Context: an optimization exercise on an open-source flow, tuned for a short achievable clock period and few clock cycles per item. The choices shown serve that exercise and are no tape-out recipe. No run shown here included a check of the RTL's function; only the layout flow was run. Power figures rest on the tool's default switching activity, not on a simulated workload.

--- config.mk ---
export PLATFORM = sky130hd
export DESIGN_NAME = lc4_superscalar
export DESIGN_NICKNAME = lc4_superscalar
export VERILOG_FILES = /design/flow/design.v
export SDC_FILE = /design/flow/constraint.sdc
export NUM_CORES = 4
export LEC_CHECK = 0
export ABC_AREA = 1
export ABC_CLOCK_PERIOD_IN_PS = 1800
export CAP_MARGIN = 20
export CORE_MARGIN = 2
export CORE_UTILIZATION = 40
export SETUP_SLACK_MARGIN = 3.2
export SLEW_MARGIN = 20
--- constraint.sdc ---
create_clock -name core_clock -period 5.0 [get_ports {gwe}]
set_input_delay 1.0000 -clock core_clock [delete_from_list [all_inputs] [get_ports {gwe}]]
set_output_delay 1.0000 -clock core_clock [all_outputs]
set_load 0.01 [all_outputs]
--- design.v ---
package lc4_pkg;
   typedef logic [15:0] word_t;      
   typedef logic [2:0]  reg_sel_t;   
   localparam int NUM_REGS = 8;
   typedef enum logic [3:0] {
      OP_NOP   = 4'b0000,
      OP_ARITH = 4'b0001,   
      OP_LOGIC = 4'b0101,   
      OP_CONST = 4'b1001
   } opcode_e;
   typedef enum logic [2:0] {
      ALU_ADD,
      ALU_SUB,
      ALU_AND,
      ALU_OR,
      ALU_PASS_IMM   
   } alu_op_e;
   localparam word_t NOP_INSN = 16'h0000;
endpackage
module lc4_decoder (
   input  lc4_pkg::word_t    i_insn,
   output lc4_pkg::reg_sel_t o_rs,
   output lc4_pkg::reg_sel_t o_rt,
   output lc4_pkg::reg_sel_t o_rd,
   output logic              o_rs_re,    
   output logic              o_rt_re,    
   output logic              o_rd_we,
   output logic              o_const,    
   output logic              o_sub,      
   output logic              o_logic,    
   output logic              o_or,
   output lc4_pkg::word_t    o_imm
);
   logic arith, logic_op, rr_ok, imm_form;
   assign arith    = (i_insn[15:12] == 4'b0001);
   assign logic_op = (i_insn[15:12] == 4'b0101);
   assign o_const  = (i_insn[15:12] == 4'b1001);
   assign imm_form = i_insn[5];
   assign rr_ok    = (i_insn[5:3] == 3'b000) || (i_insn[5:3] == 3'b010);
   assign o_rd = i_insn[11:9];
   assign o_rs = i_insn[8:6];
   assign o_rt = i_insn[2:0];
   assign o_rs_re = (arith || logic_op) && (imm_form || rr_ok);
   assign o_rt_re = (arith || logic_op) && !imm_form && rr_ok;
   assign o_rd_we = o_rs_re || o_const;
   assign o_sub   = arith && !imm_form && i_insn[4];
   assign o_logic = logic_op;
   assign o_or    = logic_op && !imm_form && i_insn[4];
   assign o_imm   = o_const ? {{7{i_insn[8]}}, i_insn[8:0]} : {{11{i_insn[4]}}, i_insn[4:0]};
endmodule
module lc4_alu (
   input  logic [7:0] i_a,
   input  logic [7:0] i_b,
   input  logic       i_cin,
   input  logic       i_sub,
   input  logic       i_logic,
   input  logic       i_or,
   input  logic       i_pass_sel,
   input  logic [7:0] i_pass,
   input  logic       i_we,
   input  logic [7:0] i_hold,
   output logic [7:0] o_raw,
   output logic [7:0] o_res,
   output logic [7:0] o_res_out,
   output logic [7:0] o_res_hold,
   output logic       o_cout
);
   logic [7:0] sum, lres;
   logic [7:0] g0, p0, g1, p1, g2, p2, g3, p3;
   logic [8:0] c;
   assign g0 = i_a & i_b;
   assign p0 = i_a ^ i_b;
   always_comb begin
      g1 = g0; p1 = p0;
      for (int i = 1; i < 8; i++) begin
         g1[i] = g0[i] | (p0[i] & g0[i-1]);
         p1[i] = p0[i] & p0[i-1];
      end
      g2 = g1; p2 = p1;
      for (int i = 2; i < 8; i++) begin
         g2[i] = g1[i] | (p1[i] & g1[i-2]);
         p2[i] = p1[i] & p1[i-2];
      end
      g3 = g2; p3 = p2;
      for (int i = 4; i < 8; i++) begin
         g3[i] = g2[i] | (p2[i] & g2[i-4]);
         p3[i] = p2[i] & p2[i-4];
      end
   end
   assign c[0] = i_cin;
   assign c[8:1] = g3 | (p3 & {8{i_cin}});
   assign sum    = (p0 ^ {8{i_sub}}) ^ c[7:0];
   assign o_cout = c[8];
   assign lres   = i_or ? (i_a | i_b) : (i_a & i_b);    
   logic sel_sum, sel_log, out_sum, out_log, out_pass;
   assign sel_sum  = !i_pass_sel && !i_logic;
   assign sel_log  = !i_pass_sel && i_logic;
   assign out_sum  = i_we && sel_sum;
   assign out_log  = i_we && sel_log;
   assign out_pass = i_we && i_pass_sel;
   assign o_raw      = ({8{!i_logic}} & sum) | ({8{i_logic}} & lres);
   assign o_res      = ({8{sel_sum}} & sum) | ({8{sel_log}} & lres) | ({8{i_pass_sel}} & i_pass);
   assign o_res_out  = ({8{out_sum}} & sum) | ({8{out_log}} & lres) | ({8{out_pass}} & i_pass);
   assign o_res_hold = o_res_out | ({8{!i_we}} & i_hold);
endmodule
module lc4_regfile_dual (
   input  logic           gwe,
   input  logic           i_rst,
   input  logic [7:0]     i_rs_a,       
   input  logic [7:0]     i_rt_a,
   input  logic [7:0]     i_rs_b,
   input  logic [7:0]     i_rt_b,
   output lc4_pkg::word_t o_rs_data_a,
   output lc4_pkg::word_t o_rt_data_a,
   output lc4_pkg::word_t o_rs_data_b,
   output lc4_pkg::word_t o_rt_data_b,
   input  logic [7:0]     i_wmask_a,
   input  lc4_pkg::word_t i_wdata_a,
   input  logic [7:0]     i_wmask_b,
   input  lc4_pkg::word_t i_wdata_b
);
   lc4_pkg::word_t regs [0:lc4_pkg::NUM_REGS-1];
   lc4_pkg::word_t view [0:lc4_pkg::NUM_REGS-1];    
   always_comb begin
      for (int i = 0; i < lc4_pkg::NUM_REGS; i++) begin
         if (i_wmask_b[i])      view[i] = i_wdata_b;
         else if (i_wmask_a[i]) view[i] = i_wdata_a;
         else                   view[i] = regs[i];
      end
   end
   function automatic logic [15:0] rd_oh(input logic [7:0] sel);
      rd_oh = '0;
      for (int i = 0; i < lc4_pkg::NUM_REGS; i++) begin
         rd_oh = rd_oh | ({16{sel[i]}} & view[i]);
      end
   endfunction
   always_comb begin
      o_rs_data_a = rd_oh(i_rs_a);
      o_rt_data_a = rd_oh(i_rt_a);
      o_rs_data_b = rd_oh(i_rs_b);
      o_rt_data_b = rd_oh(i_rt_b);
   end
   always_ff @(posedge gwe) begin
      for (int i = 0; i < lc4_pkg::NUM_REGS; i++) begin
         if (i_rst) regs[i] <= '0;
         else       regs[i] <= view[i];
      end
   end
endmodule
module lc4_superscalar #(
   parameter lc4_pkg::word_t RESET_PC = 16'h8200
) (
   input  logic              gwe,
   input  logic              i_rst,
   output lc4_pkg::word_t    o_cur_pc,
   input  lc4_pkg::word_t    i_insn_a,
   input  lc4_pkg::word_t    i_insn_b,
   output logic              o_wb_we_a,
   output lc4_pkg::reg_sel_t o_wb_rd_a,
   output lc4_pkg::word_t    o_wb_data_a,
   output lc4_pkg::word_t    o_wb_pc_a,
   output logic              o_wb_we_b,
   output lc4_pkg::reg_sel_t o_wb_rd_b,
   output lc4_pkg::word_t    o_wb_data_b,
   output lc4_pkg::word_t    o_wb_pc_b
);
   lc4_pkg::word_t pc;
   logic           d_valid;
   logic           split;
   always_ff @(posedge gwe) begin
      if (i_rst) begin
         pc      <= RESET_PC;
         d_valid <= 1'b0;
      end else begin
         pc      <= split ? pc + 16'd1 : pc + 16'd2;
         d_valid <= 1'b1;
      end
   end
   assign o_cur_pc = pc;
   logic [1:0][2:0]  f_rs, f_rt, f_rd;
   logic [1:0]       f_rs_re, f_rt_re, f_dwe, f_cnst, f_sub, f_lg, f_or;
   logic [1:0][15:0] f_imm;
   lc4_decoder fdec_a_i (
      .i_insn (i_insn_a), .o_rs (f_rs[0]), .o_rt (f_rt[0]), .o_rd (f_rd[0]),
      .o_rs_re (f_rs_re[0]), .o_rt_re (f_rt_re[0]), .o_rd_we (f_dwe[0]), .o_const (f_cnst[0]),
      .o_sub (f_sub[0]), .o_logic (f_lg[0]), .o_or (f_or[0]), .o_imm (f_imm[0])
   );
   lc4_decoder fdec_b_i (
      .i_insn (i_insn_b), .o_rs (f_rs[1]), .o_rt (f_rt[1]), .o_rd (f_rd[1]),
      .o_rs_re (f_rs_re[1]), .o_rt_re (f_rt_re[1]), .o_rd_we (f_dwe[1]), .o_const (f_cnst[1]),
      .o_sub (f_sub[1]), .o_logic (f_lg[1]), .o_or (f_or[1]), .o_imm (f_imm[1])
   );
   logic [1:0][2:0]  rs, rt, rd;
   logic [1:0]       rs_re, rt_re, dwe, cnst, sub, lg, orr;
   logic [1:0][15:0] imm;
   logic [1:0][7:0]  rs_oh, rt_oh;        
   logic             own_rs, own_rt;      
   function automatic logic [7:0] onehot(input logic [2:0] r);
      onehot = 8'b1 << r;
   endfunction
   logic [1:0][2:0]  n_rs, n_rt, n_rd;
   logic [1:0]       n_rs_re, n_rt_re, n_dwe, n_cnst, n_sub, n_lg, n_or;
   logic [1:0][15:0] n_imm;
   always_comb begin
      if (split) begin
         n_rs = {f_rs[0], rs[1]};           n_rt = {f_rt[0], rt[1]};
         n_rd = {f_rd[0], rd[1]};           n_rs_re = {f_rs_re[0], rs_re[1]};
         n_rt_re = {f_rt_re[0], rt_re[1]};  n_dwe = {f_dwe[0], dwe[1]};
         n_cnst = {f_cnst[0], cnst[1]};     n_sub = {f_sub[0], sub[1]};
         n_lg = {f_lg[0], lg[1]};           n_or = {f_or[0], orr[1]};
         n_imm = {f_imm[0], imm[1]};
      end else begin
         n_rs = f_rs;       n_rt = f_rt;       n_rd = f_rd;
         n_rs_re = f_rs_re; n_rt_re = f_rt_re; n_dwe = f_dwe;
         n_cnst = f_cnst;   n_sub = f_sub;     n_lg = f_lg;
         n_or = f_or;       n_imm = f_imm;
      end
   end
   always_ff @(posedge gwe) begin
      rs <= n_rs;  rt <= n_rt;  rd <= n_rd;
      rs_re <= n_rs_re;  rt_re <= n_rt_re;  dwe <= n_dwe;
      cnst <= n_cnst;  sub <= n_sub;  lg <= n_lg;  orr <= n_or;
      imm <= n_imm;
      for (int L = 0; L < 2; L++) begin
         rs_oh[L] <= onehot(n_rs[L]);
         rt_oh[L] <= onehot(n_rt[L]);
      end
      own_rs <= n_dwe[0] && n_rs_re[1] && (n_rs[1] == n_rd[0]);
      own_rt <= n_dwe[0] && n_rt_re[1] && (n_rt[1] == n_rd[0]);
   end
   logic [1:0][15:0] d_pc;
   assign d_pc = {pc - 16'd1, pc - 16'd2};
   logic [1:0]      x1_we, x2_we, x3_we, x1_late, x2_late, x3_late;
   logic [1:0][2:0] x1_rd, x2_rd, x3_rd;
   localparam int OWN = 7, G1B = 6, G1A = 5, G2B = 4, G2A = 3, G3B = 2, G3A = 1, LATE = 0;
   function automatic logic [7:0] find_src(input logic [2:0] s, input logic re, input logic ho,
                                           input logic a_const,
                                           input logic [1:0] w1, input logic [1:0][2:0] r1, input logic [1:0] l1,
                                           input logic [1:0] w2, input logic [1:0][2:0] r2, input logic [1:0] l2,
                                           input logic [1:0] w3, input logic [1:0][2:0] r3);
      logic h1b, h1a, h2b, h2a, h3b, h3a;
      logic f_o, f1b, f1a, f2b, f2a, f3b, f3a;
      h1b = w1[1] && (r1[1] == s);
      h1a = w1[0] && (r1[0] == s);
      h2b = w2[1] && (r2[1] == s);
      h2a = w2[0] && (r2[0] == s);
      h3b = w3[1] && (r3[1] == s);
      h3a = w3[0] && (r3[0] == s);
      f_o = re && ho && !a_const;
      f1b = re && !ho && h1b;
      f1a = re && !ho && !h1b && h1a;
      f2b = re && !ho && !h1b && !h1a && h2b;
      f2a = re && !ho && !h1b && !h1a && !h2b && h2a;
      f3b = re && !ho && !h1b && !h1a && !h2b && !h2a && h3b;
      f3a = re && !ho && !h1b && !h1a && !h2b && !h2a && !h3b && h3a;
      find_src = {f_o, f1b, f1a, f2b, f2a, f3b, f3a,
                  f_o || (f1b && l1[1]) || (f1a && l1[0]) || (f2b && l2[1]) || (f2a && l2[0])};
   endfunction
   logic [1:0][7:0] src1, src2;
   always_comb begin
      for (int L = 0; L < 2; L++) begin
         src1[L] = find_src(rs[L], rs_re[L], L == 1 && own_rs, cnst[0],
                            x1_we, x1_rd, x1_late, x2_we, x2_rd, x2_late, x3_we, x3_rd);
         src2[L] = find_src(rt[L], rt_re[L], L == 1 && own_rt, cnst[0],
                            x1_we, x1_rd, x1_late, x2_we, x2_rd, x2_late, x3_we, x3_rd);
      end
   end
   logic [1:0] late, issue;
   assign late[0] = src1[0][LATE] || src2[0][LATE];
   assign late[1] = src1[1][LATE] || src2[1][LATE];
   assign split   = d_valid && late[0] && (src1[1][OWN] || src2[1][OWN]);
   assign issue   = {d_valid && dwe[1] && !split, d_valid && dwe[0]};
   localparam int E1A = 0, E1B = 1, L1A = 2, L1B = 3,    
                  E2A = 4, E2B = 5, L2A = 6, L2B = 7,    
                  P3A = 8, P3B = 9, POWN = 10;           
   function automatic logic [10:0] cls(input logic [7:0] s, input logic [1:0] l1, input logic [1:0] l2);
      cls = '0;
      cls[E1A]  = s[G1A] && !l1[0];
      cls[E1B]  = s[G1B] && !l1[1];
      cls[L1A]  = s[G1A] && l1[0];
      cls[L1B]  = s[G1B] && l1[1];
      cls[E2A]  = s[G2A] && !l2[0];
      cls[E2B]  = s[G2B] && !l2[1];
      cls[L2A]  = s[G2A] && l2[0];
      cls[L2B]  = s[G2B] && l2[1];
      cls[P3A]  = s[G3A];
      cls[P3B]  = s[G3B];
      cls[POWN] = s[OWN];
   endfunction
   logic [1:0][10:0] k1, k2;
   always_comb begin
      for (int L = 0; L < 2; L++) begin
         k1[L] = cls(src1[L], x1_late, x2_late);
         k2[L] = cls(src2[L], x1_late, x2_late);
      end
   end
   function automatic logic [7:0] pick(input logic [3:0] s, input logic [7:0] v,
                                       input logic [7:0] s0, input logic [7:0] s1,
                                       input logic [7:0] s2, input logic [7:0] s3,
                                       input logic inv);
      if (s[0])      pick = s0 ^ {8{inv}};
      else if (s[1]) pick = s1 ^ {8{inv}};
      else if (s[2]) pick = s2 ^ {8{inv}};
      else if (s[3]) pick = s3 ^ {8{inv}};
      else           pick = v;
   endfunction
   logic [7:0]       r_wmask_a, r_wmask_b;
   lc4_pkg::word_t   w_data_a, w_data_b;
   lc4_pkg::word_t   rf_rs_a, rf_rt_a, rf_rs_b, rf_rt_b;
   lc4_regfile_dual regfile_i (
      .gwe         (gwe),       .i_rst       (i_rst),
      .i_rs_a      (rs_oh[0]),  .i_rt_a      (rt_oh[0]),
      .i_rs_b      (rs_oh[1]),  .i_rt_b      (rt_oh[1]),
      .o_rs_data_a (rf_rs_a),   .o_rt_data_a (rf_rt_a),
      .o_rs_data_b (rf_rs_b),   .o_rt_data_b (rf_rt_b),
      .i_wmask_a   (r_wmask_a), .i_wdata_a   (w_data_a),
      .i_wmask_b   (r_wmask_b), .i_wdata_b   (w_data_b)
   );
   logic [1:0][7:0] elo, ehi, llo, lhi;       
   logic [1:0][7:0] llo_res, lhi_res;         
   logic [1:0][7:0] x2_elo;    
   logic [1:0][7:0] x3_lo;     
   logic [1:0][7:0] x3_ehi;    
   logic [1:0][7:0] r_hi;      
   logic [1:0][15:0] rf1, rf2, v1, v2;
   logic             b_rs_const, b_rt_const;
   assign b_rs_const = cnst[0] && own_rs;
   assign b_rt_const = cnst[0] && own_rt;
   assign rf1 = {rf_rs_b, rf_rs_a};
   assign rf2 = {rf_rt_b, rf_rt_a};
   always_comb begin
      for (int L = 0; L < 2; L++) begin
         if (cnst[L])                      v1[L] = 16'h0000;
         else if (L == 1 && b_rs_const)    v1[L] = imm[0];
         else                              v1[L] = rf1[L];
         if (!rt_re[L])                    v2[L] = imm[L];
         else if (L == 1 && b_rt_const)    v2[L] = imm[0];
         else                              v2[L] = rf2[L];
         v1[L] = v1[L] ^ {16{sub[L]}};      
      end
   end
   logic [1:0][15:0] x1_pc, x1_c1, x1_c2;
   logic [1:0]       x1_sub, x1_lg, x1_or;
   logic [1:0][10:0] x1_k1, x1_k2;
   always_ff @(posedge gwe) begin
      x1_we <= i_rst ? 2'b00 : issue;
      for (int L = 0; L < 2; L++) begin
         x1_rd[L]   <= rd[L];
         x1_late[L] <= late[L];
         x1_pc[L]   <= d_pc[L];
         x1_sub[L]  <= sub[L];
         x1_lg[L]   <= lg[L];
         x1_or[L]   <= orr[L];
         x1_k1[L]   <= k1[L];
         x1_k2[L]   <= k2[L];
         x1_c1[L]   <= {v1[L][15:8],
                        pick({k1[L][E1B], k1[L][E1A], k1[L][E2B] || k1[L][P3B], k1[L][E2A] || k1[L][P3A]},
                             v1[L][7:0],
                             k1[L][E2A] ? x2_elo[0] : x3_lo[0], k1[L][E2B] ? x2_elo[1] : x3_lo[1],
                             elo[0], elo[1], sub[L])};
         x1_c2[L]   <= {v2[L][15:8],
                        pick({k2[L][E1B], k2[L][E1A], k2[L][E2B] || k2[L][P3B], k2[L][E2A] || k2[L][P3A]},
                             v2[L][7:0],
                             k2[L][E2A] ? x2_elo[0] : x3_lo[0], k2[L][E2B] ? x2_elo[1] : x3_lo[1],
                             elo[0], elo[1], 1'b0)};
      end
   end
   logic [1:0] eco;
   for (genvar L = 0; L < 2; L++) begin : g_elo
      lc4_alu alu_i (
         .i_a (x1_c1[L][7:0]), .i_b (x1_c2[L][7:0]), .i_cin (1'b0),
         .i_sub (x1_sub[L]), .i_logic (x1_lg[L]), .i_or (x1_or[L]),
         .i_pass_sel (1'b0), .i_pass (8'h00), .i_we (1'b0), .i_hold (8'h00),
         .o_raw (elo[L]), .o_res (), .o_res_out (), .o_res_hold (), .o_cout (eco[L])
      );
   end
   logic [1:0][15:0] x2_pc;
   logic [1:0]       x2_sub, x2_lg, x2_or, x2_eco;
   logic [1:0][7:0]  x2_eh1, x2_eh2, x2_ll1, x2_ll2;
   logic [1:0][10:0] x2_k1, x2_k2;
   function automatic logic [7:0] cap_ll(input logic [10:0] k, input logic [7:0] v,
                                         input logic [1:0][7:0] elo_now, input logic [1:0][7:0] llo_now,
                                         input logic [1:0][7:0] elo2, input logic [1:0][7:0] lo3,
                                         input logic inv);
      if (k[POWN])     cap_ll = elo_now[0] ^ {8{inv}};
      else if (k[L1B]) cap_ll = llo_now[1] ^ {8{inv}};
      else if (k[L1A]) cap_ll = llo_now[0] ^ {8{inv}};
      else if (k[E1B]) cap_ll = elo2[1] ^ {8{inv}};
      else if (k[E1A]) cap_ll = elo2[0] ^ {8{inv}};
      else if (k[L2B]) cap_ll = lo3[1] ^ {8{inv}};
      else if (k[L2A]) cap_ll = lo3[0] ^ {8{inv}};
      else             cap_ll = v;
   endfunction
   always_ff @(posedge gwe) begin
      x2_we <= i_rst ? 2'b00 : x1_we;
      for (int L = 0; L < 2; L++) begin
         x2_rd[L]   <= x1_rd[L];
         x2_late[L] <= x1_late[L];
         x2_pc[L]   <= x1_pc[L];
         x2_sub[L]  <= x1_sub[L];
         x2_lg[L]   <= x1_lg[L];
         x2_or[L]   <= x1_or[L];
         x2_elo[L]  <= elo[L];
         x2_eco[L]  <= eco[L];
         x2_k1[L]   <= x1_k1[L];
         x2_k2[L]   <= x1_k2[L];
         x2_eh1[L]  <= pick({x1_k1[L][E1B], x1_k1[L][E1A],
                             x1_k1[L][E2B] || x1_k1[L][P3B], x1_k1[L][E2A] || x1_k1[L][P3A]},
                            x1_c1[L][15:8],
                            x1_k1[L][E2A] ? x3_ehi[0] : r_hi[0], x1_k1[L][E2B] ? x3_ehi[1] : r_hi[1],
                            ehi[0], ehi[1], x1_sub[L]);
         x2_eh2[L]  <= pick({x1_k2[L][E1B], x1_k2[L][E1A],
                             x1_k2[L][E2B] || x1_k2[L][P3B], x1_k2[L][E2A] || x1_k2[L][P3A]},
                            x1_c2[L][15:8],
                            x1_k2[L][E2A] ? x3_ehi[0] : r_hi[0], x1_k2[L][E2B] ? x3_ehi[1] : r_hi[1],
                            ehi[0], ehi[1], 1'b0);
         x2_ll1[L]  <= cap_ll(x1_k1[L], x1_c1[L][7:0], elo, llo, x2_elo, x3_lo, x1_sub[L]);
         x2_ll2[L]  <= cap_ll(x1_k2[L], x1_c2[L][7:0], elo, llo, x2_elo, x3_lo, 1'b0);
      end
   end
   logic [1:0] lco;
   for (genvar L = 0; L < 2; L++) begin : g_s2
      lc4_alu ehi_i (
         .i_a (x2_eh1[L]), .i_b (x2_eh2[L]), .i_cin (x2_eco[L]),
         .i_sub (x2_sub[L]), .i_logic (x2_lg[L]), .i_or (x2_or[L]),
         .i_pass_sel (1'b0), .i_pass (8'h00), .i_we (1'b0), .i_hold (8'h00),
         .o_raw (ehi[L]), .o_res (), .o_res_out (), .o_res_hold (), .o_cout ()
      );
      lc4_alu llo_i (
         .i_a (x2_ll1[L]), .i_b (x2_ll2[L]), .i_cin (1'b0),
         .i_sub (x2_sub[L]), .i_logic (x2_lg[L]), .i_or (x2_or[L]),
         .i_pass_sel (!x2_late[L]), .i_pass (x2_elo[L]), .i_we (1'b0), .i_hold (8'h00),
         .o_raw (llo[L]), .o_res (llo_res[L]), .o_res_out (), .o_res_hold (), .o_cout (lco[L])
      );
   end
   logic [1:0][15:0] x3_pc;
   logic [1:0]       x3_sub, x3_lg, x3_or, x3_lco;
   logic [1:0][7:0]  x3_lh1, x3_lh2;
   always_ff @(posedge gwe) begin
      x3_we <= i_rst ? 2'b00 : x2_we;
      for (int L = 0; L < 2; L++) begin
         x3_rd[L]   <= x2_rd[L];
         x3_late[L] <= x2_late[L];
         x3_pc[L]   <= x2_pc[L];
         x3_sub[L]  <= x2_sub[L];
         x3_lg[L]   <= x2_lg[L];
         x3_or[L]   <= x2_or[L];
         x3_lo[L]   <= llo_res[L];
         x3_lco[L]  <= lco[L];
         x3_ehi[L]  <= ehi[L];
         x3_lh1[L]  <= cap_ll(x2_k1[L], x2_eh1[L], ehi, lhi, x3_ehi, r_hi, x2_sub[L]);
         x3_lh2[L]  <= cap_ll(x2_k2[L], x2_eh2[L], ehi, lhi, x3_ehi, r_hi, 1'b0);
      end
   end
   logic [1:0][7:0] hi_out, hi_w;
   for (genvar L = 0; L < 2; L++) begin : g_s3
      lc4_alu lhi_i (
         .i_a (x3_lh1[L]), .i_b (x3_lh2[L]), .i_cin (x3_lco[L]),
         .i_sub (x3_sub[L]), .i_logic (x3_lg[L]), .i_or (x3_or[L]),
         .i_pass_sel (!x3_late[L]), .i_pass (x3_ehi[L]), .i_we (x3_we[L]),
         .i_hold (L == 0 ? w_data_a[15:8] : w_data_b[15:8]),
         .o_raw (lhi[L]), .o_res (lhi_res[L]), .o_res_out (hi_out[L]), .o_res_hold (hi_w[L]), .o_cout ()
      );
   end
   always_ff @(posedge gwe) begin
      for (int i = 0; i < 8; i++) begin
         r_wmask_a[i] <= !i_rst && x3_we[0] && (x3_rd[0] == 3'(i));
         r_wmask_b[i] <= !i_rst && x3_we[1] && (x3_rd[1] == 3'(i));
      end
      r_hi     <= lhi_res;
      w_data_a <= {hi_w[0], x3_we[0] ? x3_lo[0] : w_data_a[7:0]};
      w_data_b <= {hi_w[1], x3_we[1] ? x3_lo[1] : w_data_b[7:0]};
   end
   always_ff @(posedge gwe) begin
      if (i_rst) begin
         o_wb_we_a <= 1'b0;
         o_wb_we_b <= 1'b0;
      end else begin
         o_wb_we_a <= x3_we[0];
         o_wb_we_b <= x3_we[1];
      end
   end
   always_ff @(posedge gwe) begin
      o_wb_rd_a   <= x3_rd[0];
      o_wb_rd_b   <= x3_rd[1];
      o_wb_data_a <= {hi_out[0], x3_lo[0] & {8{x3_we[0]}}};
      o_wb_data_b <= {hi_out[1], x3_lo[1] & {8{x3_we[1]}}};
      o_wb_pc_a   <= x3_pc[0];
      o_wb_pc_b   <= x3_pc[1];
   end
endmodule
--- run.sh ---
#!/bin/bash
# synth_recipe.tcl (not shown) runs the flow's synth.tcl, then flattens the netlist and writes it again
# the make line also repeats each setting of config.mk as NAME=value (left out here)
make -C /OpenROAD-flow-scripts/flow DESIGN_CONFIG=/design/flow/config.mk WORK_HOME=/design/flow/orfs CLKGATE_MAP_FILE= SYNTH_SCRIPT=/design/flow/synth_recipe.tcl finish
==> reports/metrics.csv, run 1 <==
stage,metric,value,unit
synthesis,"area leader, netlist",dfxtp_1,
synthesis,Syn Area/Cell,6.71,sq um
power,Power Internal,12.0,mW
placed_design,post-DP HPWL,150000,microns
setup_path,FF-to-FF setup slack,2460,ps
global_route,Tot GR Track Use,38.2,%
synthesis,Synth Instances,6579,
clock_tree,CTS tree,yes,
route,WL final,229000,microns
route,DRC Markers,0,
synthesis,register area share after synthesis,35.9,%
setup_path,WP data arrival,3080,ps
setup_path,CP required,5540,ps
route,antenna-violating nets left,0,
route,drt pass-1 iters,8,
run_status,outcome,no timing/DRC/antenna violations,
setup_path,Most Frequent Cell on Critical Path,nand2_1,
setup_path,Crit path largest cell delay,360,ps
power,PwrDens,265,nW/um^2
timing,fmax,393,MHz
placed_design,pre-CTS setup slack,1580,ps
clock_tree,hold buffer count at cts,0,
clock_tree,CTS max path bufs,3,
cells_and_area,Final Net Count,7339,
setup_path,Setup crit end kind,flop,
floorplanning,IO Pins,122,
timing,Final Hold Viols,0,
worst_hold_path,Worst Hold Path EP,o_wb_pc_a[7],
floorplanning,die area,113000,sq um
cells_and_area,fraction of layout cells with a size suffix above 1,37.9,%
timing,Worst-Margin Slew,1070,ps
timing,worst rel slew slack,28.7,%
clock_tree,"Reg clk slew, reported paths",70,ps
clock_tree,H-tree Lvls,3,
power,Sw Ratio,30.0,%
timing,Final min period,2540,ps
synthesis,Yosys warning count,5,
setup_path,Startpoint Class,flop,
floorplanning,Die X,336,microns
clock_tree,clock root cell,clkbuf_16,
placed_design,dpl cells,7876,
setup_path,reg2reg path depth,15,
setup_path,"Max stage delay cell, worst path",dfxtp_4,
timing,Min Hold Slack,318,ps
flow_run,MaxCap Viol Count,0,
setup_path,crit-path cells,clkinvlp_4 > buf_8 > buf_6 > o21ai_4 > o22ai_2 > nor2_1 > nand3b_1 > o21ai_2 > nand2_1 > nand2_1 > nand2_1 > nand2_1 > nand2_2 > nand2_4 > nand2_4,
timing,Final period util,50.8,%
timing,PnR worst setup slack,2460,ps
power,Comb pwr share,15.4,%
floorplanning,initial core utilization,40.4,%
timing,Max Transition Viols Final,0,
clock_tree,clk latency of the worst-skew pair,730,ps
timing,setup tns final,0,ps
worst_hold_path,worst min path class,reg2reg,
route,routed length per instance,26.2,microns
synthesis,share of the synthesized area in the top cell type,34.8,%
synthesis,mapped cell area,44100,sq um
global_route,grt ovf,0,
clock_tree,# clock sinks,783,
synthesis,number of synthesized flops with an enable pin,16,
cells_and_area,final core occ,59.6,%
floorplanning,Core Region,109000,sq um
power,sequential power share,41.2,%
floorplanning,overall die height,336,microns
power,NetSw,5.17,mW
global_route,initial antenna violation count,6,
synthesis,top post-synthesis cells by area,"dfxtp_1, nand2_1, o21ai_0",
global_route,vias in the first global route,48100,
synthesis,Most used DFF post-synth,dfxtp_1,
synthesis,count of state elements after synthesis,783,
power,"IR drop worst, VDD",305,uV
clock_tree,CTS buffer count,88,
timing,RSZ-0062 raised after global routing,true,
worst_hold_path,hold path depth,0,
global_route,first-pass GRT wire length,320000,microns
cells_and_area,Non-Filler Instances,8724,
power,leak pwr,27.5,nW
cells_and_area,area delta synth->final,47.4,%
placed_design,GPL Wtd Cong,1.05,
floorplanning,Row Count,121,
setup_path,kind of critical path,reg2reg,
setup_path,RR Endpoint,x1_c2[1],
route,Vias/cell,5.97,
route,via count,52100,
synthesis,net count after synthesis,6746,
global_route,largest net degree at the start of global routing,75,
setup_path,worst r2r src,r_wmask_b[6],
timing,final setup fails,0,
worst_hold_path,Hold Startpoint,x3_pc[7],
synthesis,Synth cell types,59,
cells_and_area,fill cell count,9646,
timing,clk_skew,78.9,ps
synthesis,fraction of registers with async set/reset,0,%
setup_path,CP Max Fanout,5,
placed_design,Port-buffer cells,121,
power,clock share of power,43.5,%
route,DRT iter0 DRCs,6920,
-- layout by cell type, fill, tap and decap left out, types with 34 or more instances in the layout --
master      instances
nor2_1            467
dfxtp_1           518
xor2_1            174
ha_4               48
o21ai_1           129
clkinvlp_4         86
a21oi_2            90
nand4_1            45
a21oi_1           348
o21ai_4            95
xnor2_1            47
dfxtp_2           172
dfxtp_4            77
o22ai_1           165
nand2_2           257
buf_6             284
ha_1               74
nand3_1           257
clkbuf_16          95
o21ai_0           430
buf_12             60
buf_4             418
o211ai_1           98
inv_1             413
nand2_1          1156
nand2_4           154
nor2_4             40
nor2_2             63
inv_2             118
o21ai_2           142
nand3_2           121
inv_4              34
-- per-layer routing --
| layer | track usage (%) | vias up | share of wire (%) |
|---|---|---|---|
| met2 | 58.3 | 3502 | 43 |
| met4 | 24.7 | 4 | 8.1 |
| met3 | 9.44 | 1010 | 12 |
| li1 | - | 23000 | - |
| met5 | 0 | - | 0.0087 |
| met1 | 48.0 | 24500 | 37 |
-- area by class of cell --
class / instances / area [sq um] / share of cell area, %
repair inverters: 9 / 111 / 0.171
well taps: 1476 / 1850 / 2.84
repair buffers: 843 / 8480 / 13.0
diodes: 2 / 5.00 / 0.00770
multi-input cells: 4775 / 31900 / 49.0
clock inverters: 45 / 822 / 1.26
flip-flops and latches: 783 / 16300 / 25.1
inverters: 672 / 3020 / 4.65
clock buffers: 119 / 2550 / 3.92
-- flip-flops by register name (all words and copies together) (netlist names), 18 cells and up --
signal / cells
x1_pc: 32
imm: 18
x2_pc: 32
x1_k2: 21
x1_c2: 32
x1_k1: 21
regfile_i.regs: 128
x3_pc: 32
x1_c1: 32
-- how the worst max path moves through the flow --
stage	start	to	slack (ps)
4_1_cts	rs[1]	pc[13]	2670
3_3_place_gp	rs[2]	pc[3]	1570
3_5_place_dp	rs[1]	pc[3]	1580
5_1_grt	r_wmask_b[6]	x1_c2[1]	2390
6_report	r_wmask_b[6]	x1_c2[1]	2460
2_1_floorplan	x3_lh1[2]	x3_lh1[6]	3110
-- through the flow --
step | total power [mW] | area [sq um]
final | 17.2 | 65000
after CTS | 16.8 | 60200
after floorplan | 7.95 | 45100
after global placement | 8.82 | 47000
after global routing | 17.6 | 65000
after detailed placement | 8.83 | 47000
-- synthesized netlist by cell type, types with 42 or more instances --
library cell and instances:
o22ai_1 202, xnor2_1 62, xor2_1 185, nand4_1 45, nor3_1 42, inv_1 627, nand2_1 1555, clkbuf_1 256
ha_1 133, a21oi_1 459, o21ai_0 778, dfxtp_1 767, nand3_1 401, buf_2 78, nor2_1 556, o211ai_1 98
-- kinds of logic after synthesis --
| family | Yosys count | synth area share, % |
|---|---|---|
| AOI/OAI and AO/OA | 1681 | 21.1 |
| xor gates and xnor gates | 247 | 4.90 |
| DFF | 783 | 35.9 |
| adders and majority gates | 133 | 3.77 |
| buffers and inverters | 1040 | 9.22 |
| and+or+nand+nor | 2695 | 25.2 |
-- critical path: cells and delay by family, from the launching register on --
kind                   cells  cell delay, ps
and+or+nand+nor            9             910
buffers and inverters      3             580
AOI/OAI and AO/OA          3             480
DFF                        1             360
-- timing repair --
action / CTS / global route
gates resized for setup: 2186 / 886
cloned: 30 / 9
endpoints found under the setup margin: 477 / 442
setup buffers: 474 / 168
pin swaps: 397 / 451
-- power groups by stage --
stage / sequential (mW) / combinational [mW] / clock, mW
2_1_floorplan: 6.83 / 1.11 / 0
3_3_place_gp: 7.15 / 1.67 / 0
3_5_place_dp: 7.15 / 1.67 / 0
4_1_cts: 7.04 / 2.22 / 7.52
5_1_grt: 7.08 / 2.76 / 7.80
6_report: 7.09 / 2.64 / 7.48
==> inputs of run 2 (changes only) <==
--- a/design.v
+++ b/design.v
@@ -121,16 +121,8 @@
 );
    lc4_pkg::word_t regs [0:lc4_pkg::NUM_REGS-1];
-   lc4_pkg::word_t view [0:lc4_pkg::NUM_REGS-1];    
-   always_comb begin
-      for (int i = 0; i < lc4_pkg::NUM_REGS; i++) begin
-         if (i_wmask_b[i])      view[i] = i_wdata_b;
-         else if (i_wmask_a[i]) view[i] = i_wdata_a;
-         else                   view[i] = regs[i];
-      end
-   end
    function automatic logic [15:0] rd_oh(input logic [7:0] sel);
       rd_oh = '0;
       for (int i = 0; i < lc4_pkg::NUM_REGS; i++) begin
-         rd_oh = rd_oh | ({16{sel[i]}} & view[i]);
+         rd_oh = rd_oh | ({16{sel[i]}} & regs[i]);
       end
    endfunction
@@ -143,6 +135,7 @@
    always_ff @(posedge gwe) begin
       for (int i = 0; i < lc4_pkg::NUM_REGS; i++) begin
-         if (i_rst) regs[i] <= '0;
-         else       regs[i] <= view[i];
+         if (i_rst)             regs[i] <= '0;
+         else if (i_wmask_b[i]) regs[i] <= i_wdata_b;
+         else if (i_wmask_a[i]) regs[i] <= i_wdata_a;
       end
    end
@@ -299,9 +292,10 @@
                                        input logic [7:0] s2, input logic [7:0] s3,
                                        input logic inv);
-      if (s[0])      pick = s0 ^ {8{inv}};
-      else if (s[1]) pick = s1 ^ {8{inv}};
-      else if (s[2]) pick = s2 ^ {8{inv}};
-      else if (s[3]) pick = s3 ^ {8{inv}};
-      else           pick = v;
+      logic [3:0] sp, sn;
+      sp = s & {4{!inv}};
+      sn = s & {4{inv}};
+      pick = ({8{sp[0]}} & s0) | ({8{sn[0]}} & ~s0) | ({8{sp[1]}} & s1) | ({8{sn[1]}} & ~s1) |
+             ({8{sp[2]}} & s2) | ({8{sn[2]}} & ~s2) | ({8{sp[3]}} & s3) | ({8{sn[3]}} & ~s3) |
+             ({8{s == 4'b0}} & v);
    endfunction
    logic [7:0]       r_wmask_a, r_wmask_b;
@@ -329,12 +323,19 @@
    assign rf1 = {rf_rs_b, rf_rs_a};
    assign rf2 = {rf_rt_b, rf_rt_a};
+   function automatic logic [15:0] rfwd(input logic [7:0] oh, input logic [15:0] v,
+                                        input logic [7:0] ma, input logic [15:0] da,
+                                        input logic [7:0] mb, input logic [15:0] db);
+      if (|(oh & mb))      rfwd = db;
+      else if (|(oh & ma)) rfwd = da;
+      else                 rfwd = v;
+   endfunction
    always_comb begin
       for (int L = 0; L < 2; L++) begin
          if (cnst[L])                      v1[L] = 16'h0000;
          else if (L == 1 && b_rs_const)    v1[L] = imm[0];
-         else                              v1[L] = rf1[L];
+         else                              v1[L] = rfwd(rs_oh[L], rf1[L], r_wmask_a, w_data_a, r_wmask_b, w_data_b);
          if (!rt_re[L])                    v2[L] = imm[L];
          else if (L == 1 && b_rt_const)    v2[L] = imm[0];
-         else                              v2[L] = rf2[L];
+         else                              v2[L] = rfwd(rt_oh[L], rf2[L], r_wmask_a, w_data_a, r_wmask_b, w_data_b);
          v1[L] = v1[L] ^ {16{sub[L]}};      
       end
@@ -383,12 +384,14 @@
                                          input logic [1:0][7:0] elo2, input logic [1:0][7:0] lo3,
                                          input logic inv);
-      if (k[POWN])     cap_ll = elo_now[0] ^ {8{inv}};
-      else if (k[L1B]) cap_ll = llo_now[1] ^ {8{inv}};
-      else if (k[L1A]) cap_ll = llo_now[0] ^ {8{inv}};
-      else if (k[E1B]) cap_ll = elo2[1] ^ {8{inv}};
-      else if (k[E1A]) cap_ll = elo2[0] ^ {8{inv}};
-      else if (k[L2B]) cap_ll = lo3[1] ^ {8{inv}};
-      else if (k[L2A]) cap_ll = lo3[0] ^ {8{inv}};
-      else             cap_ll = v;
+      logic [6:0] s, sp, sn;
+      logic [6:0][7:0] x;
+      s  = {k[POWN], k[L1B], k[L1A], k[E1B], k[E1A], k[L2B], k[L2A]};
+      x  = {elo_now[0], llo_now[1], llo_now[0], elo2[1], elo2[0], lo3[1], lo3[0]};
+      sp = s & {7{!inv}};
+      sn = s & {7{inv}};
+      cap_ll = {8{s == 7'b0}} & v;
+      for (int i = 0; i < 7; i++) begin
+         cap_ll = cap_ll | ({8{sp[i]}} & x[i]) | ({8{sn[i]}} & ~x[i]);
+      end
    endfunction
    always_ff @(posedge gwe) begin
==> run 2 against run 1 <==
  * Still clean on timing, DRC and antenna
  * Synthesized cell count down 6.7%
  * Via count increased by 1.6%
  * Clock skew decreased by 38 ps
  * Final cell count fell by 4.3%
  * Non-clock buffer count rose by 89
  * Core utilization grew 0.42 points
  * Combinational power grew to 3.2 times the previous value
  * Wire length increased by 9.0%
  * Critical path type unchanged
  * Largest power group is now combinational cells
  * Highest routed layer unchanged
==> reports/metrics.csv, run 2 <==
stage,metric,value,unit,change
clock_tree,CTS buffer count,88,,unchanged
route,antenna-violating nets left,0,,unchanged
synthesis,register area share after synthesis,36.8,%,+0.96 points
clock_tree,clk latency of the worst-skew pair,730,ps,about the same
power,Comb pwr share,35.2,%,+20 points
placed_design,Port-buffer cells,121,,unchanged
synthesis,Yosys warning count,4,,-1
floorplanning,Row Count,120,,-0.83%
cells_and_area,final core occ,60.0,%,+0.42 points
synthesis,Synth cell types,63,,+6.8%
timing,fmax,400,MHz,+1.7%
synthesis,number of synthesized flops with an enable pin,16,,unchanged
clock_tree,clock root cell,clkbuf_16,,
setup_path,Setup crit end kind,flop,,
synthesis,net count after synthesis,6306,,-6.5%
timing,RSZ-0062 raised after global routing,true,,
synthesis,mapped cell area,43000,sq um,-2.6%
power,clock share of power,31.4,%,-12 points
global_route,initial antenna violation count,11,,+5
power,sequential power share,33.4,%,-7.8 points
floorplanning,Die X,332,microns,-1.3%
timing,worst rel slew slack,38.3,%,+9.7 points
synthesis,Syn Area/Cell,7.00,sq um,+4.4%
flow_run,MaxCap Viol Count,0,,unchanged
floorplanning,overall die height,332,microns,-1.3%
synthesis,count of state elements after synthesis,783,,unchanged
route,drt pass-1 iters,19,,+11
clock_tree,H-tree Lvls,3,,unchanged
floorplanning,initial core utilization,40.3,%,-0.17 points
setup_path,Crit path largest cell delay,440,ps,+80 ps
power,"IR drop worst, VDD",424,uV,+39%
floorplanning,die area,110000,sq um,-2.6%
cells_and_area,fill cell count,9378,,-2.8%
global_route,M1 GR Usage,54.1,%,+6.1 points
global_route,first-pass GRT wire length,345000,microns,+8.0%
timing,clk_skew,40.4,ps,-38.5 ps
route,routed length per instance,29.9,microns,+14%
route,WL final,249000,microns,+9.0%
power,Power Internal,14.8,mW,+23%
timing,Max Transition Viols Final,0,,unchanged
timing,Final min period,2500,ps,-41.9 ps
power,PwrDens,380,nW/um^2,+43%
cells_and_area,area delta synth->final,49.0,%,
synthesis,commonest cells in the netlist,"nand2_1, dfxtp_1, inv_1, o21ai_0, a21oi_1",,
cells_and_area,max reg flops,128,,unchanged
setup_path,crit-path cells,inv_1 > o22ai_2 > nor2_2 > nand2_2 > clkinv_4 > nand4_1 > o211ai_1 > nand2_1 > nand2_2 > nand2_1 > nand3_1 > nand3_1,,
placed_design,GPL Wtd Cong,1.06,,+0.34%
power,NetSw,9.54,mW,+85%
power,Final Power,24.3,mW,+41%
cells_and_area,"most common cell after layout, fill and taps aside",nand2_1,,
synthesis,"area leader, netlist",dfxtp_1,,
cells_and_area,Reg with most FFs,regfile_i.regs,,
setup_path,"Max stage delay cell, worst path",nand4_1,,
timing,Worst-Margin Slew,924,ps,-142 ps
synthesis,share of the synthesized area in the top cell type,35.7,%,+0.94 points
global_route,global routing usage on met2,61.0,%,+2.6 points
floorplanning,IO Pins,122,,unchanged
power,Sw Ratio,39.2,%,+9.2 points
route,via count,52900,,+1.6%
worst_hold_path,worst min path class,reg2reg,,
placed_design,dpl cell area,46000,sq um,-2.3%
synthesis,Synth Instances,6139,,-6.7%
placed_design,pre-CTS setup slack,1560,ps,-17.2 ps
floorplanning,Core Region,107000,sq um,-2.2%
global_route,largest net degree at the start of global routing,44,,-41%
cells_and_area,post-route design area,64000,sq um,-1.5%
synthesis,Most used DFF post-synth,dfxtp_1,,
synthesis,fraction of registers with async set/reset,0,%,unchanged
route,DRC Markers,0,,unchanged
clock_tree,CTS max path bufs,3,,unchanged
clock_tree,CTS tree,yes,,
power,leak pwr,26.9,nW,-2.3%
setup_path,CP Max Fanout,4,,-1
timing,final setup fails,0,,unchanged
setup_path,WP data arrival,3100,ps,+20 ps
route,DRT iter0 DRCs,8158,,+18%
global_route,vias in the first global route,48900,,+1.7%
global_route,met3 Resource Use GR,14.9,%,+5.5 points
global_route,Tot GR Track Use,42.6,%,+4.4 points
synthesis,top post-synthesis cells by area,"dfxtp_1, nand2_1, inv_1",,
setup_path,kind of critical path,reg2reg,,
clock_tree,"Reg clk slew, reported paths",70,ps,about the same
timing,Final period util,50.0,%,-0.84 points
route,Vias/cell,6.34,,+6.2%
setup_path,Startpoint Class,flop,,
clock_tree,# clock sinks,783,,unchanged
placed_design,post-DP HPWL,167000,microns,+11%
timing,PnR worst setup slack,2500,ps,+41.9 ps
cells_and_area,fraction of layout cells with a size suffix above 1,38.5,%,+0.64 points
cells_and_area,Final Net Count,7034,,-4.2%
cells_and_area,most frequent cells in the layout,"nand2_1, buf_4, dfxtp_1, inv_1, o21ai_0",,
global_route,grt ovf,0,,unchanged
synthesis,top-count cell post-synth,nand2_1,,
timing,Final Hold Viols,0,,unchanged
global_route,Most Crowded Layer GR,met2,,
timing,setup tns final,0,ps,unchanged
run_status,outcome,no timing/DRC/antenna violations,,
setup_path,CP required,5600,ps,+60 ps
run 2: path summary, 6_finish.rpt:
check / from / to / slack, ps / depth (start not counted)
max: rt_oh[10] / x1_c2[23] / 2500 / 12
min: orr[0] / x1_or[0] / 320 / 0
max reg2reg: rt_oh[10] / x1_c2[23] / 2500 / 12
min reg2reg: orr[0] / x1_or[0] / 320 / 0
run 2: final cells by class:
class / count / area [sq um] / area share (%)
clock inverters: 62 / 1070 / 1.67
repair buffers: 932 / 9260 / 14.5
clock buffers: 102 / 2340 / 3.66
diodes: 4 / 10.0 / 0.0156
repair inverters: 8 / 65.1 / 0.102
flip-flops and latches: 783 / 16400 / 25.6
well taps: 1403 / 1760 / 2.74
multi-input cells: 4312 / 29800 / 46.5
inverters: 742 / 3340 / 5.21
run 2: logic make-up (layout without fill, tap and decap cells):
family,Yosys count,in the layout,synth area share [%]
xor gates and xnor gates,173,173,3.53
buffers and inverters,1059,1846,9.50
and+or+nand+nor,2307,2322,21.9
adders and majority gates,133,133,3.87
AOI/OAI and AO/OA,1684,1684,24.4
other,0,4,0
DFF,783,783,36.8
run 2: routing by layer:
layer  routed length (microns)  vias to the layer above  share of wire (%)
li1                          -                    22500                  -
met1                     93200                    25000                 37
met2                     99600                     4308                 40
met3                     35300                     1153                 14
met4                     21100                        6                8.5
met5                        80                        -              0.032
run 2: critical path: cells and delay by family (launching register included):
kind                   cells  cell delay [ps]
AOI/OAI and AO/OA          2              420
buffers and inverters      2              350
DFF                        1              330
and+or+nand+nor            8             1290
run 2: timing repair:
item / CTS / global route
hold buffers: 0 / 0
resized for setup: 2096 / 792
pin swaps: 363 / 361
buffers inserted: 515 / 182
endpoints found under the setup margin: 598 / 507
cloned: 34 / 7
run 2: through the flow:
step	hold WS [ps]	instances
after floorplan	310	6139
after global placement	310	7442
after detailed placement	312	7442
after CTS	325	8155
after global routing	325	8346
final	323	8348
run 2: power by group through the flow:
stage,Sequential (mW),Clock [mW],Combinational [mW]
floorplan,7.31,0,3.04
global placement,8.05,0,4.83
detailed placement,8.04,0,4.84
CTS,7.99,7.66,6.85
global route,8.07,7.89,8.82
finish,8.11,7.64,8.55
==> inputs of run 3 (changes only) <==
--- a/design.v
+++ b/design.v
@@ -111,4 +111,8 @@
    input  logic [7:0]     i_rs_b,
    input  logic [7:0]     i_rt_b,
+   input  logic [7:0]     i_rsh_a,      
+   input  logic [7:0]     i_rth_a,
+   input  logic [7:0]     i_rsh_b,
+   input  logic [7:0]     i_rth_b,
    output lc4_pkg::word_t o_rs_data_a,
    output lc4_pkg::word_t o_rt_data_a,
@@ -128,8 +132,8 @@
    endfunction
    always_comb begin
-      o_rs_data_a = rd_oh(i_rs_a);
-      o_rt_data_a = rd_oh(i_rt_a);
-      o_rs_data_b = rd_oh(i_rs_b);
-      o_rt_data_b = rd_oh(i_rt_b);
+      o_rs_data_a = (rd_oh(i_rsh_a) & 16'hff00) | (rd_oh(i_rs_a) & 16'h00ff);
+      o_rt_data_a = (rd_oh(i_rth_a) & 16'hff00) | (rd_oh(i_rt_a) & 16'h00ff);
+      o_rs_data_b = (rd_oh(i_rsh_b) & 16'hff00) | (rd_oh(i_rs_b) & 16'h00ff);
+      o_rt_data_b = (rd_oh(i_rth_b) & 16'hff00) | (rd_oh(i_rt_b) & 16'h00ff);
    end
    always_ff @(posedge gwe) begin
@@ -188,4 +192,5 @@
    logic [1:0][15:0] imm;
    logic [1:0][7:0]  rs_oh, rt_oh;        
+   logic [1:0][7:0]  rs_ohh, rt_ohh;      
    logic             own_rs, own_rt;      
    function automatic logic [7:0] onehot(input logic [2:0] r);
@@ -216,6 +221,8 @@
       imm <= n_imm;
       for (int L = 0; L < 2; L++) begin
-         rs_oh[L] <= onehot(n_rs[L]);
-         rt_oh[L] <= onehot(n_rt[L]);
+         rs_oh[L]  <= onehot(n_rs[L]);
+         rt_oh[L]  <= onehot(n_rt[L]);
+         rs_ohh[L] <= n_rs_re[L] ? onehot(n_rs[L]) : 8'h00;
+         rt_ohh[L] <= n_rt_re[L] ? onehot(n_rt[L]) : 8'h00;
       end
       own_rs <= n_dwe[0] && n_rs_re[1] && (n_rs[1] == n_rd[0]);
@@ -302,8 +309,11 @@
    lc4_pkg::word_t   w_data_a, w_data_b;
    lc4_pkg::word_t   rf_rs_a, rf_rt_a, rf_rs_b, rf_rt_b;
+   lc4_pkg::word_t rfh_rs_a, rfh_rt_a, rfh_rs_b, rfh_rt_b;
    lc4_regfile_dual regfile_i (
       .gwe         (gwe),       .i_rst       (i_rst),
       .i_rs_a      (rs_oh[0]),  .i_rt_a      (rt_oh[0]),
       .i_rs_b      (rs_oh[1]),  .i_rt_b      (rt_oh[1]),
+      .i_rsh_a     (rs_ohh[0]), .i_rth_a     (rt_ohh[0]),
+      .i_rsh_b     (rs_ohh[1]), .i_rth_b     (rt_ohh[1]),
       .o_rs_data_a (rf_rs_a),   .o_rt_data_a (rf_rt_a),
       .o_rs_data_b (rf_rs_b),   .o_rt_data_b (rf_rt_b),
==> run 3 against run 2 <==
  * Still clean on timing, DRC and antenna
  * Synthesized area increased by 1.5%
  * Die area rose by 1.5%
  * Final cell count up 0.81%
  * Critical path depth is 6 higher
  * Via count grew 1.1%
  * Sequential power increased by 2%
  * Wire length grew 2.0%
  * Setup slack worse by 58 ps
  * Final area rose by 2.3%
  * Critical path type unchanged
==> reports/metrics.csv, run 3 <==
stage,metric,value,unit,change
worst_hold_path,worst min path class,reg2reg,,
setup_path,CP Max Fanout,7,,+3
synthesis,"area leader, netlist",dfxtp_1,,
cells_and_area,Final Net Count,7087,,+0.75%
floorplanning,Core Region,109000,sq um,+1.7%
timing,clk_skew,53.6,ps,+13.2 ps
global_route,Tot GR Track Use,42.9,%,+0.30 points
power,NetSw,8.63,mW,-9.6%
timing,setup tns final,0,ps,unchanged
synthesis,top-count cell post-synth,nand2_1,,
global_route,largest net degree at the start of global routing,56,,+27%
synthesis,share of the synthesized area in the top cell type,36.7,%,+0.94 points
placed_design,Port-buffer cells,121,,unchanged
route,DRT iter0 DRCs,7858,,-3.7%
global_route,vias in the first global route,49300,,+0.85%
clock_tree,hold buffer count at cts,0,,unchanged
power,clock share of power,33.0,%,+1.6 points
setup_path,"Max stage delay cell, worst path",dfxtp_4,,
power,Sw Ratio,38.4,%,-0.88 points
setup_path,WP data arrival,3200,ps,+100 ps
synthesis,count of state elements after synthesis,815,,+4.1%
placed_design,GPL Wtd Cong,1.09,,+2.7%
timing,worst rel slew slack,37.1,%,-1.3 points
timing,final setup fails,0,,unchanged
timing,Final Hold Viols,0,,unchanged
power,PwrDens,343,nW/um^2,-9.6%
synthesis,fraction of registers with async set/reset,0,%,unchanged
floorplanning,IO Pins,122,,unchanged
power,Comb pwr share,30.3,%,-4.9 points
timing,RSZ-0062 raised after global routing,true,,
setup_path,kind of critical path,reg2reg,,
timing,PnR worst setup slack,2440,ps,-57.6 ps
synthesis,mapped cell area,43600,sq um,+1.5%
global_route,first-pass GRT wire length,351000,microns,+1.6%
synthesis,Synth Instances,6160,,+0.34%
cells_and_area,area delta synth->final,50.2,%,
timing,Final period util,51.2,%,+1.2 points
clock_tree,# clock sinks,815,,+4.1%
placed_design,dpl cell area,46700,sq um,+1.5%
clock_tree,CTS buffer count,91,,+3.4%
clock_tree,H-tree Lvls,3,,unchanged
route,Vias/cell,6.36,,+0.31%
floorplanning,overall die height,334,microns,+0.75%
power,"IR drop worst, VDD",301,uV,-29%
cells_and_area,post-route design area,65500,sq um,+2.3%
timing,Final min period,2560,ps,+57.6 ps
cells_and_area,most frequent cells in the layout,"nand2_1, dfxtp_1, inv_1, buf_4, buf_6",,
floorplanning,die area,112000,sq um,+1.5%
synthesis,register area share after synthesis,37.8,%,+0.92 points
power,Power Internal,13.9,mW,-6.2%
synthesis,top post-synthesis cells by area,"dfxtp_1, nand2_1, inv_1",,
route,antenna-violating nets left,0,,unchanged
floorplanning,Die X,334,microns,+0.75%
setup_path,Crit path largest cell delay,410,ps,-30 ps
setup_path,Startpoint Class,flop,,
synthesis,number of synthesized flops with an enable pin,16,,unchanged
synthesis,commonest cells in the netlist,"nand2_1, dfxtp_1, inv_1, o21ai_0, nor2_1",,
setup_path,Setup crit end kind,flop,,
setup_path,crit-path cells,buf_6 > nand2_4 > nand2_4 > nor2_4 > nand2_2 > nand2_4 > nor2_4 > nand4_1 > nand2_1 > inv_2 > nand2_8 > nand2_8 > buf_12 > buf_16 > o21ai_4 > buf_12 > clkinvlp_4 > nor2_1,,
route,DRC Markers,0,,unchanged
power,sequential power share,36.7,%,+3.3 points
setup_path,cell family with most CP delay,simple AND/OR/NAND/NOR gates,,
route,via count,53500,,+1.1%
synthesis,Most used DFF post-synth,dfxtp_1,,
cells_and_area,"most common cell after layout, fill and taps aside",nand2_1,,
synthesis,Synth cell types,57,,-9.5%
timing,fmax,391,MHz,-2.3%
floorplanning,initial core utilization,40.2,%,-0.067 points
run_status,outcome,no timing/DRC/antenna violations,,
clock_tree,"Reg clk slew, reported paths",70,ps,about the same
route,WL final,254000,microns,+2.0%
clock_tree,CTS tree,yes,,
power,leak pwr,27.4,nW,+1.7%
cells_and_area,max reg flops,128,,unchanged
setup_path,Most Frequent Cell on Critical Path,nand2_4,,
cells_and_area,fraction of layout cells with a size suffix above 1,38.7,%,+0.23 points
setup_path,CP required,5640,ps,+40 ps
global_route,grt ovf,0,,unchanged
flow_run,MaxCap Viol Count,0,,unchanged
synthesis,Syn Area/Cell,7.08,sq um,+1.2%
route,drt pass-1 iters,9,,-10
route,routed length per instance,30.2,microns,+1.1%
clock_tree,clock root cell,clkbuf_16,,
timing,Max Transition Viols Final,0,,unchanged
setup_path,WP buf/inv,6,,+4
global_route,initial antenna violation count,12,,+1
synthesis,net count after synthesis,6327,,+0.33%
timing,Worst-Margin Slew,944,ps,+20.6 ps
placed_design,pre-CTS setup slack,1360,ps,-197 ps
cells_and_area,Reg with most FFs,regfile_i.regs,,
synthesis,Yosys warning count,4,,unchanged
floorplanning,Row Count,121,,+0.83%
placed_design,post-DP HPWL,171000,microns,+2.5%
power,Final Power,22.5,mW,-7.5%
clock_tree,CTS max path bufs,3,,unchanged
clock_tree,clk latency of the worst-skew pair,730,ps,about the same
## run 3: cell families after synthesis
family	Yosys count	share of synthesized area, %
buffers and inverters	1040	9.15
DFF	815	37.8
xor gates and xnor gates	172	3.45
AOI/OAI and AO/OA	1675	24.1
and+or+nand+nor	2325	21.7
adders and majority gates	133	3.81
## run 3: final cells by class
class                           instances  area, sq um
Inverter                              745         3320
Timing Repair inverter                 12          105
Timing Repair Buffer                  938         9440
Clock buffer                          113         2460
Antenna cell                            4         10.0
Clock inverter                         58          840
Fill cell                            9356        43000
Tap cell                             1414         1770
Sequential cell                       815        17100
Multi-Input combinational cell       4317        30500
## run 3: final timing paths
kind,endpoint,cells after the start,from,slack [ps]
setup / recovery,rt_oh[3],18,x1_rd[4],2440
hold / removal,x2_pc[3],0,x1_pc[3],320
setup reg to reg,rt_oh[3],18,x1_rd[4],2440
hold reg to reg,x2_pc[3],0,x1_pc[3],320
## run 3: per-stage QoR
| step | hold WS, ps | utilization [%] | cells |
|---|---|---|---|
| 4_1_cts | 321 | 56.2 | 8237 |
| 3_3_place_gp | 310 | 43.0 | 7460 |
| 2_1_floorplan | 310 | - | 6160 |
| 3_5_place_dp | 312 | 43.0 | 7460 |
| 5_1_grt | 325 | 60.4 | 8412 |
| 6_report | 325 | 60.4 | 8416 |
## run 3: routing by layer
layer  GRT usage [%]  vias up  wire [microns]
li1                -    22700               -
met1            55.0    25600           94900
met2            63.6     4165          106000
met3            12.4     1099           33600
met4            26.2       14           19800
met5               0        -              87
## run 3: power by group through the flow
stage / combinational [mW] / sequential (mW) / clock [mW]
6_report: 6.81 / 8.26 / 7.42
3_3_place_gp: 4.01 / 8.23 / 0
2_1_floorplan: 2.59 / 7.48 / 0
4_1_cts: 5.59 / 8.11 / 7.42
5_1_grt: 7.00 / 8.20 / 7.71
3_5_place_dp: 4.04 / 8.23 / 0
## run 3: repair_timing
action / CTS / global route
setup endpoints to repair: 653 / 493
buffers inserted: 567 / 172
cloned: 39 / 3
pin swaps: 379 / 380
resized for setup: 2177 / 822

## re-timing with driven ports
The flow's constraints put no driver on any port. The routed layouts listed below were extracted and timed again, unchanged, in two steps. Step 1: set_driving_cell puts a clkbuf_16 on gwe and a buf_2 on each other input, an assumption about the parent block. Step 2 moves the port delays by t, midway between the first and last clock arrival at a register: inputs arrive t later, outputs are due t later. That takes back most of the time a late clock gives input paths. Three values: no drivers, after step 1, after step 2; two values: the first two.
| run | t, ns | setup slack, ns | hold WS [ns] | slew at the worst register clock pin (ns) | worst slew at a driven data input, ns |
|---|---|---|---|---|---|
| run 1 | 0.763 | 2.458 / 2.458 / 2.249 | 0.318 / 0.318 / 0.318 | 0.07 / 0.07 | 0.09 |
| run 2 | 0.777 | 2.499 / 2.499 / 1.957 | 0.323 / 0.323 / 0.323 | 0.07 / 0.07 | 0.08 |
| run 3 | 0.778 | 2.442 / 2.442 / 2.040 | 0.325 / 0.325 / 0.325 | 0.07 / 0.07 | 0.07 |
After both steps setup and hold are still met in every run listed. The setup slack of run 2, which loses most, moves by 0.000 ns with the drivers and by -0.542 ns with both steps.
